Context: an optimization exercise on an open-source flow, tuned for a short achievable clock period and few clock cycles. The choices shown serve that exercise and are no tape-out recipe.
In this exercise RTL edits were held to simulation tests only and were not proved equivalent to the original.
Power and IR drop assume default switching activity.

<file path="flow/config.mk">
export PLATFORM = sky130hd
export DESIGN_NAME = npc
export DESIGN_NICKNAME = npc
export VERILOG_FILES = /design/flow/design.v
export SDC_FILE = /design/flow/constraint.sdc
export NUM_CORES = 4
export LEC_CHECK = 0
export CAP_MARGIN = 20
export CORE_MARGIN = 2
export CORE_UTILIZATION = 40
export SLEW_MARGIN = 20
</file>
<file path="flow/constraint.sdc">
create_clock -name core_clock -period 9.0 [get_ports {clk}]
set_input_delay 1.8000 -clock core_clock [delete_from_list [all_inputs] [get_ports {clk}]]
set_output_delay 1.8000 -clock core_clock [all_outputs]
set_load 0.01 [all_outputs]
</file>
<file path="flow/design.v">
`default_nettype none
package npc_pkg;
    localparam logic [6:0] OPC_LUI    = 7'b0110111;
    localparam logic [6:0] OPC_AUIPC  = 7'b0010111;
    localparam logic [6:0] OPC_JAL    = 7'b1101111;
    localparam logic [6:0] OPC_JALR   = 7'b1100111;
    localparam logic [6:0] OPC_OPIMM  = 7'b0010011;
    localparam logic [6:0] OPC_OP     = 7'b0110011;
    localparam logic [6:0] OPC_LOAD   = 7'b0000011;
    localparam logic [6:0] OPC_SYSTEM = 7'b1110011;
    localparam logic [2:0] F3_ADD = 3'b000;
    localparam logic [2:0] F3_LW  = 3'b010;
    localparam logic [31:0] EBREAK_WORD = 32'h0010_0073;
    typedef enum logic [2:0] {
        EXE_NOP,
        EXE_LUI,
        EXE_AUIPC,
        EXE_JAL,
        EXE_JALR,
        EXE_ADDI,
        EXE_ADD,
        EXE_LW
    } exe_op_t;
endpackage
`default_nettype wire
`timescale 1ns/1ps
`default_nettype none
module npc_decoder (
    input  logic [31:0]      inst,
    output npc_pkg::exe_op_t op,
    output logic [31:0]      imm,
    output logic [4:0]       rs1,
    output logic [4:0]       rs2,
    output logic [4:0]       rd,
    output logic             reg_wen,
    output logic             is_load,
    output logic             is_halt
);
    logic [6:0]  opcode;
    logic [2:0]  funct3;
    logic [31:0] imm_i;
    logic [31:0] imm_u;
    logic [31:0] imm_j;
    assign opcode = inst[6:0];
    assign funct3 = inst[14:12];
    assign rs1    = inst[19:15];
    assign rs2    = inst[24:20];
    assign rd     = inst[11:7];
    assign imm_i = {{20{inst[31]}}, inst[31:20]};
    assign imm_u = {inst[31:12], 12'h000};
    assign imm_j = {{11{inst[31]}}, inst[31], inst[19:12], inst[20], inst[30:21], 1'b0};
    always_comb begin
        op      = npc_pkg::EXE_NOP;
        imm     = imm_i;
        reg_wen = 1'b0;
        is_load = 1'b0;
        is_halt = 1'b0;
        case (opcode)
            npc_pkg::OPC_LUI: begin
                op      = npc_pkg::EXE_LUI;
                imm     = imm_u;
                reg_wen = 1'b1;
            end
            npc_pkg::OPC_AUIPC: begin
                op      = npc_pkg::EXE_AUIPC;
                imm     = imm_u;
                reg_wen = 1'b1;
            end
            npc_pkg::OPC_JAL: begin
                op      = npc_pkg::EXE_JAL;
                imm     = imm_j;
                reg_wen = 1'b1;
            end
            npc_pkg::OPC_JALR: begin
                op      = (funct3 == npc_pkg::F3_ADD) ? npc_pkg::EXE_JALR : npc_pkg::EXE_NOP;
                reg_wen = (funct3 == npc_pkg::F3_ADD);
            end
            npc_pkg::OPC_OPIMM: begin
                op      = (funct3 == npc_pkg::F3_ADD) ? npc_pkg::EXE_ADDI : npc_pkg::EXE_NOP;
                reg_wen = (funct3 == npc_pkg::F3_ADD);
            end
            npc_pkg::OPC_OP: begin
                op      = (funct3 == npc_pkg::F3_ADD) ? npc_pkg::EXE_ADD : npc_pkg::EXE_NOP;
                reg_wen = (funct3 == npc_pkg::F3_ADD);
            end
            npc_pkg::OPC_LOAD: begin
                op      = (funct3 == npc_pkg::F3_LW) ? npc_pkg::EXE_LW : npc_pkg::EXE_NOP;
                reg_wen = (funct3 == npc_pkg::F3_LW);
                is_load = (funct3 == npc_pkg::F3_LW);
            end
            npc_pkg::OPC_SYSTEM: is_halt = (inst == npc_pkg::EBREAK_WORD);
            default: op = npc_pkg::EXE_NOP;
        endcase
    end
endmodule
`default_nettype wire
`timescale 1ns/1ps
`default_nettype none
module npc_regfile (
    input  logic        clk,
    input  logic        reset,
    input  logic [4:0]  raddr1,
    input  logic [4:0]  raddr2,
    output logic [31:0] rdata1,
    output logic [31:0] rdata2,
    input  logic        wen,
    input  logic [4:0]  waddr,
    input  logic [31:0] wdata
);
    logic [31:0] regs [0:31];
    assign rdata1 = (raddr1 == 5'd0) ? 32'd0 : regs[raddr1];
    assign rdata2 = (raddr2 == 5'd0) ? 32'd0 : regs[raddr2];
    always_ff @(posedge clk) begin
        if (wen && !reset && (waddr != 5'd0)) begin
            regs[waddr] <= wdata;
        end
    end
endmodule
`default_nettype wire
`timescale 1ns/1ps
`default_nettype none
module npc_execute (
    input  npc_pkg::exe_op_t op,
    input  logic [31:0]      imm,
    input  logic [31:0]      src1,
    input  logic [31:0]      src2,
    input  logic [31:0]      pc,
    input  logic [31:0]      load_data,
    output logic [31:0]      result,
    output logic [31:0]      next_pc,
    output logic [31:0]      load_addr
);
    logic [31:0] seq_pc;
    logic [31:0] pc_imm;
    logic [31:0] src1_imm;
    assign seq_pc   = pc + 32'd4;
    assign pc_imm   = pc + imm;
    assign src1_imm = src1 + imm;
    assign load_addr = {src1_imm[31:2], 2'b00};
    always_comb begin
        case (op)
            npc_pkg::EXE_LUI:   result = imm;
            npc_pkg::EXE_AUIPC: result = pc_imm;
            npc_pkg::EXE_JAL:   result = seq_pc;
            npc_pkg::EXE_JALR:  result = seq_pc;
            npc_pkg::EXE_ADDI:  result = src1_imm;
            npc_pkg::EXE_ADD:   result = src1 + src2;
            npc_pkg::EXE_LW:    result = load_data;
            default:            result = 32'd0;
        endcase
    end
    always_comb begin
        case (op)
            npc_pkg::EXE_JAL:  next_pc = pc_imm;
            npc_pkg::EXE_JALR: next_pc = {src1_imm[31:1], 1'b0};
            default:           next_pc = seq_pc;
        endcase
    end
endmodule
`default_nettype wire
`timescale 1ns/1ps
`default_nettype none
module npc_bus_ctrl #(
    parameter logic [31:0] RESET_PC = 32'h8000_0000
) (
    input  logic        clk,
    input  logic        reset,
    output logic [31:0] araddr,
    output logic        arvalid,
    input  logic        arready,
    input  logic [31:0] rdata,
    input  logic [1:0]  rresp,
    input  logic        rvalid,
    output logic        rready,
    input  logic        is_load,
    input  logic        is_halt,
    input  logic        reg_wen,
    input  logic [4:0]  rd,
    input  logic [31:0] result,
    input  logic [31:0] next_pc,
    input  logic [31:0] load_addr,
    output logic [31:0] inst,
    output logic [31:0] pc,
    output logic [31:0] load_data,
    output logic        rf_wen,
    output logic [4:0]  rf_waddr,
    output logic [31:0] rf_wdata,
    output logic        retire_valid,
    output logic [31:0] retire_pc,
    output logic [31:0] retire_inst,
    output logic [4:0]  retire_rd,
    output logic        retire_wen,
    output logic [31:0] retire_wdata,
    output logic        halted,
    output logic        bus_error
);
    typedef enum logic [2:0] {
        FETCH,
        FETCH_WAIT,
        DECODE,
        LOAD,
        LOAD_WAIT,
        RETIRE,
        HALT
    } state_t;
    state_t state;
    assign rready       = (state == FETCH_WAIT) || (state == LOAD_WAIT);
    assign retire_valid = (state == RETIRE);
    assign rf_wen   = retire_valid && reg_wen;
    assign rf_waddr = rd;
    assign rf_wdata = result;
    assign retire_pc    = pc;
    assign retire_inst  = inst;
    assign retire_rd    = rd;
    assign retire_wen   = reg_wen;
    assign retire_wdata = result;
    always_ff @(posedge clk) begin
        if (reset) begin
            state     <= FETCH;
            pc        <= RESET_PC;
            arvalid   <= 1'b0;
            araddr    <= RESET_PC;
            halted    <= 1'b0;
            bus_error <= 1'b0;
        end else begin
            case (state)
                FETCH, LOAD: begin
                    if (!arvalid) begin
                        arvalid <= 1'b1;
                        araddr  <= (state == FETCH) ? pc : load_addr;
                    end else if (arready) begin
                        arvalid <= 1'b0;
                        state   <= (state == FETCH) ? FETCH_WAIT : LOAD_WAIT;
                    end
                end
                FETCH_WAIT, LOAD_WAIT: begin
                    if (rvalid) begin
                        if (rresp != 2'b00) begin
                            bus_error <= 1'b1;
                            halted    <= 1'b1;
                            state     <= HALT;
                        end else begin
                            state <= (state == FETCH_WAIT) ? DECODE : RETIRE;
                        end
                    end
                end
                DECODE: state <= is_load ? LOAD : RETIRE;
                RETIRE: begin
                    pc <= next_pc;
                    if (is_halt) begin
                        halted <= 1'b1;
                        state  <= HALT;
                    end else begin
                        state <= FETCH;
                    end
                end
                default: state <= HALT;
            endcase
        end
    end
    always_ff @(posedge clk) begin
        if (rvalid && rready && (rresp == 2'b00)) begin
            if (state == FETCH_WAIT) begin
                inst <= rdata;
            end else begin
                load_data <= rdata;
            end
        end
    end
endmodule
`default_nettype wire
`timescale 1ns/1ps
`default_nettype none
module npc #(
    parameter logic [31:0] RESET_PC = 32'h8000_0000
) (
    input  logic        clk,
    input  logic        reset,
    output logic [31:0] araddr,
    output logic        arvalid,
    input  logic        arready,
    output logic [2:0]  arprot,
    input  logic [31:0] rdata,
    input  logic [1:0]  rresp,
    input  logic        rvalid,
    output logic        rready,
    output logic        retire_valid,
    output logic [31:0] retire_pc,
    output logic [31:0] retire_inst,
    output logic [4:0]  retire_rd,
    output logic        retire_wen,
    output logic [31:0] retire_wdata,
    output logic        halted,
    output logic        bus_error
);
    logic [31:0]      inst;
    logic [31:0]      pc;
    logic [31:0]      load_data;
    npc_pkg::exe_op_t op;
    logic [31:0]      imm;
    logic [4:0]       rs1;
    logic [4:0]       rs2;
    logic [4:0]       rd;
    logic             reg_wen;
    logic             is_load;
    logic             is_halt;
    logic [31:0]      src1;
    logic [31:0]      src2;
    logic [31:0]      result;
    logic [31:0]      next_pc;
    logic [31:0]      load_addr;
    logic             rf_wen;
    logic [4:0]       rf_waddr;
    logic [31:0]      rf_wdata;
    assign arprot = 3'b000;
    npc_bus_ctrl #(
        .RESET_PC (RESET_PC)
    ) bus_ctrl_i (
        .clk          (clk),
        .reset        (reset),
        .araddr       (araddr),
        .arvalid      (arvalid),
        .arready      (arready),
        .rdata        (rdata),
        .rresp        (rresp),
        .rvalid       (rvalid),
        .rready       (rready),
        .is_load      (is_load),
        .is_halt      (is_halt),
        .reg_wen      (reg_wen),
        .rd           (rd),
        .result       (result),
        .next_pc      (next_pc),
        .load_addr    (load_addr),
        .inst         (inst),
        .pc           (pc),
        .load_data    (load_data),
        .rf_wen       (rf_wen),
        .rf_waddr     (rf_waddr),
        .rf_wdata     (rf_wdata),
        .retire_valid (retire_valid),
        .retire_pc    (retire_pc),
        .retire_inst  (retire_inst),
        .retire_rd    (retire_rd),
        .retire_wen   (retire_wen),
        .retire_wdata (retire_wdata),
        .halted       (halted),
        .bus_error    (bus_error)
    );
    npc_decoder decoder_i (
        .inst    (inst),
        .op      (op),
        .imm     (imm),
        .rs1     (rs1),
        .rs2     (rs2),
        .rd      (rd),
        .reg_wen (reg_wen),
        .is_load (is_load),
        .is_halt (is_halt)
    );
    npc_regfile regfile_i (
        .clk    (clk),
        .reset  (reset),
        .raddr1 (rs1),
        .raddr2 (rs2),
        .rdata1 (src1),
        .rdata2 (src2),
        .wen    (rf_wen),
        .waddr  (rf_waddr),
        .wdata  (rf_wdata)
    );
    npc_execute execute_i (
        .op        (op),
        .imm       (imm),
        .src1      (src1),
        .src2      (src2),
        .pc        (pc),
        .load_data (load_data),
        .result    (result),
        .next_pc   (next_pc),
        .load_addr (load_addr)
    );
endmodule
`default_nettype wire
</file>
<file path="flow/run.sh">
#!/bin/bash
# synth_recipe.tcl (not shown) runs the flow's synth.tcl, then flattens the netlist and writes it again
# the make line also repeats each setting of config.mk as NAME=value (left out here)
make -C /OpenROAD-flow-scripts/flow DESIGN_CONFIG=/design/flow/config.mk WORK_HOME=/design/flow/orfs CLKGATE_MAP_FILE= SYNTH_SCRIPT=/design/flow/synth_recipe.tcl finish
</file>
==> out/results.txt <==
Power share of the clock group: 0.366
Setup skew after layout: 0.0363 ns
Critical path launch point type: register
Cell chain of the critical path: buf_12 -> buf_4 -> mux4_2 -> mux4_2 -> nand2b_1 -> a21oi_1 -> ha_1 -> a21o_1 -> a21o_1 -> a21oi_1 -> nand2_1 -> a41o_1 -> maj3_1 -> a211o_1 -> a31oi_1 -> buf_4 -> o21ai_0 -> xnor2_1 -> o211ai_1 -> clkdlybuf4s50_1
Setup TNS: 0 ns
Slowest CP cell: sky130_fd_sc_hd__o211ai_1
Critical Path Stages: 20
Aggregate routed wire length: 195000 microns
Portion of the post-synthesis area used by sequential elements: 0.577
Detail-routed net length per standard cell: 33.2 microns
Area of the mapped netlist: 0.0594 sq mm
CP Data Arrival Time: 7.07 ns
Synthesized netlist cell count: 3589
RSZ-0062 raised after global routing: false
Initial core utilization: 0.402
Proportion of power drawn by flip-flops and latches: 0.444
Setup Crit Path Kind: register to primary output
I/O pin count: 180
Vias in the first global route: 36717
Core Util, Final: 0.466
Placed standard-cell area: 0.0647 sq mm
PD cells: 200 mW/mm^2
Leading cell types in the layout, fill and taps excluded: 1088 x sky130_fd_sc_hd__edfxtp_1, 624 x sky130_fd_sc_hd__mux4_2, 197 x sky130_fd_sc_hd__nand2_1
Buffers from clock root to sink, at most: 3
Worst path top cell family by delay: compound AO/OA/AOI/OAI gates
Vias: 38091
Flip-flop and latch count after synthesis: 1168
CP Buf/Inv Count: 4
Total overflow reported by the global router: 0
# rows: 141
Worst-margin pin slew: 1.18 ns
Async SR Flop Fraction: 0
Post-detailed-placement half-perimeter wirelength: 123000 microns
Global-route total usage across every layer: 0.254
First drt pass iteration count: 8
Post-layout net count: 3985
Worst R2R Path Depth: 20
EDFF count, synth: 1088
Pre-CTS setup slack: 0.775 ns
Port-buffer cells: 176
Synth Flop Type: sky130_fd_sc_hd__edfxtp_1
Cell taking the most area after synthesis: sky130_fd_sc_hd__edfxtp_1
Critical path peak fanout: 11
Post-detailed-route via-to-cell ratio: 6.47
Count of different cell masters after synthesis: 88
TritonCTS Sinks: 1168
CTS buffer count: 117
Number of inserted filler cells in the final layout: 12453
Clock tree from TritonCTS: yes
Crit. End Element: primary output
Diode count: 0
Switching share of power: 0.280
X dimension of the die: 389 microns
Fraction of layout instances using a drive strength above 1: 0.280
Total number of H-tree levels: 3
Die area: 0.152 sq mm
Total leakage power: 0.0242 uW
WHS: 0.457 ns
Die H: 389 microns
Design internal power: 9880 uW
Total core area: 0.148 sq mm
Final count of pins violating max slew: 0
Worst reg2reg setup slack: 2.73 ns
Fraction of the cycle the final worst path needs: 0.985
CP Data Required Time: 7.20 ns
Fin worst setup slack: 0.132 ns
Remaining antenna violation count: 0
Final worst path period need: 8.87 ns
Initial DRC count: 4888
Synthesis Warnings: 4
Weighted congestion at the end of routability-driven global placement: 1.00
Largest net degree at the start of global routing: 81
Hold Fails Final Rpt: 0
Sw Pwr: 3850 uW
Result of the run: complete, no violations
Area of all placed cells without fillers: 0.0688 sq mm
Antenna violations before repair: 8
Length of routed wiring on met1: 80300 microns
Most common library cell in the layout ignoring fill and taps: sky130_fd_sc_hd__edfxtp_1
Worst slew margin relative to its limit: 0.210
Post-CTS Hold Buffers: 0
Proportion of netlist area held by the largest area contributor: 0.550
Number of setup violations in the final report: 0
Maximum vdd drop: 0.000220 V
First-pass GRT wire length: 275000 microns
Growth of design area from synthesis to finish: 15.9%
Most area-consuming cells after synthesis: sky130_fd_sc_hd__edfxtp_1 55%, sky130_fd_sc_hd__mux4_2 24%, sky130_fd_sc_hd__dfxtp_1 2.7%
Worst skew pair latency: 0.77 ns
Capturing element of the worst setup path: retire_wdata[29]
Per-instance average area after synthesis: 16.5 sq um
Share of power burned in combinational logic: 0.190
Remaining design rule violation count: 0
Worst r2r dst: regfile_i.regs[31][30]
Maxcap violations: 0
Max Freq: 0.113 GHz
Top layer in use: met5
CTS Root Buffer Type: sky130_fd_sc_hd__clkbuf_16
Biggest cell delay along the critical path: 0.74 ns
WL met2: 89000 microns
Clock-pin slew of the registers on the worst-case setup and hold paths: 0.07 ns
WL met3: 18700 microns
Path type of the worst min-delay path: register to register
stage by stage:
| step | cells | total power (uW) |
|---|---|---|
| after detailed placement | 5652 | 8760 |
| after global placement | 5648 | 8760 |
| final | 5886 | 13700 |
| after global routing | 5886 | 14200 |
| after CTS | 5878 | 13800 |
| after floorplan | 3623 | 7840 |
cell type report:
type,count,area (sq um),area share
sequential,1168,34300,0.499
multi-input combinational,2155,24500,0.356
timing repair buffer,362,3500,0.0509
clock buffer,142,3080,0.0448
tap,1930,2410,0.0351
clock inverter,80,838,0.0122
inverter,49,189,0.00275
how the worst min path moves through the flow:
stage	startpoint	endpoint	slack (ns)	cells past startpoint
floorplan	bus_ctrl_i.araddr[26]	bus_ctrl_i.araddr[26]	0.48	2
global placement	bus_ctrl_i.araddr[17]	bus_ctrl_i.araddr[17]	0.44	2
detailed placement	bus_ctrl_i.araddr[17]	bus_ctrl_i.araddr[17]	0.45	2
CTS	bus_ctrl_i.araddr[17]	bus_ctrl_i.araddr[17]	0.45	2
global route	bus_ctrl_i.araddr[17]	bus_ctrl_i.araddr[17]	0.48	2
finish	bus_ctrl_i.araddr[17]	bus_ctrl_i.araddr[17]	0.46	2
tightest hold or removal path, stage by stage, from the launching register on:
cell and delay [ns]:
sky130_fd_sc_hd__dfxtp_1 0.31, sky130_fd_sc_hd__nand2_1 0.05, sky130_fd_sc_hd__a21oi_1 0.05
routing by layer:
| metal | GRT usage | vias to the layer above |
|---|---|---|
| met2 | 0.390 | 2224 |
| met4 | 0.0922 | 12 |
| li1 | - | 15443 |
| met3 | 0.0475 | 375 |
| met1 | 0.363 | 20037 |
| met5 | 0.00351 | - |
synthesized netlist by cell type (all sizes together) (6+ instances only):
library cell  instances
dfxtp                80
inv                  47
o211ai               16
or2                   6
ha                   91
nor4                  6
a221o                14
nor3                 22
nor2                216
or3                   8
a221oi               34
o21ai               121
mux4                628
a211o                 6
a222oi                6
edfxtp             1088
buf                  72
xor2                 40
o221ai               20
mux2i                80
a211oi               11
nand3                40
nor2b                22
o21bai               16
a31oi                22
and3                 28
and2                 14
o22ai                11
nand2b               33
a22oi                18
nand4                14
a21boi               10
o31ai                 6
nand2               197
a21o                 48
a21oi               155
xnor2                72
clkbuf              179
o21a                  8
mux2                  8
kinds of logic after synthesis:
family / after synthesis / share of synthesized area
AO/OA/AOI/OAI: 570 / 0.0644
XOR/XNOR: 112 / 0.0165
adder cells (fa/ha/maj): 98 / 0.0209
buffers and inverters: 300 / 0.0200
flip-flops: 1168 / 0.577
multiplexers: 716 / 0.253
other: 1 / 0.0000631
AND/OR/NAND/NOR: 624 / 0.0478
power by group through the flow:
stage	Clock [uW]	Sequential (uW)	Combinational, uW
finish	5030	6100	2610
global route	5290	6100	2790
detailed placement	0	6210	2550
CTS	5090	6090	2570
global placement	0	6210	2550
floorplan	0	6150	1690
registers in the layout, summed over array words and instances, names as in the netlist, named ones only:
register and count:
bus_ctrl_i.araddr 32, bus_ctrl_i.arvalid 1, bus_ctrl_i.bus_error 1, bus_ctrl_i.halted 1
bus_ctrl_i.inst 32, bus_ctrl_i.load_data 32, bus_ctrl_i.pc 32, bus_ctrl_i.state 3
regfile_i.regs 1024
what timing repair did:
item | CTS | global route
hold endpoints to repair | 0 | 0
resized for setup | 0 | 10
buffers inserted | 4 | 7
pin swaps | 0 | 0
setup endpoints to repair | 1 | 9
Testbench counts, summed over its fixed seeds: cycles 113,806.

## static timing again, ports no longer ideal
In the flow no input, the clock included, has a driving cell. The finished layout below was timed again as built, in two steps. Step 1 assumes that a clkbuf_16 drives the clock port and a buf_2 every other input. Step 2 also shifts input and output timing later by t, the mid clock arrival at the registers, as if the neighbouring blocks saw the same clock. a / b / c = ideal ports / drivers / drivers and shift; a / b = the first two.
t, ns: 0.833
setup slack, ns: 0.132 / 0.050 / 0.882
worst setup path after step 2: register to output
worst register clock-pin slew, ns: 0.07 / 0.07
pins driven straight from the clock port: 1
After both steps setup and hold are still met in this run. For this run, drivers alone change the setup slack by -0.082 ns; drivers and shift together by +0.750 ns.
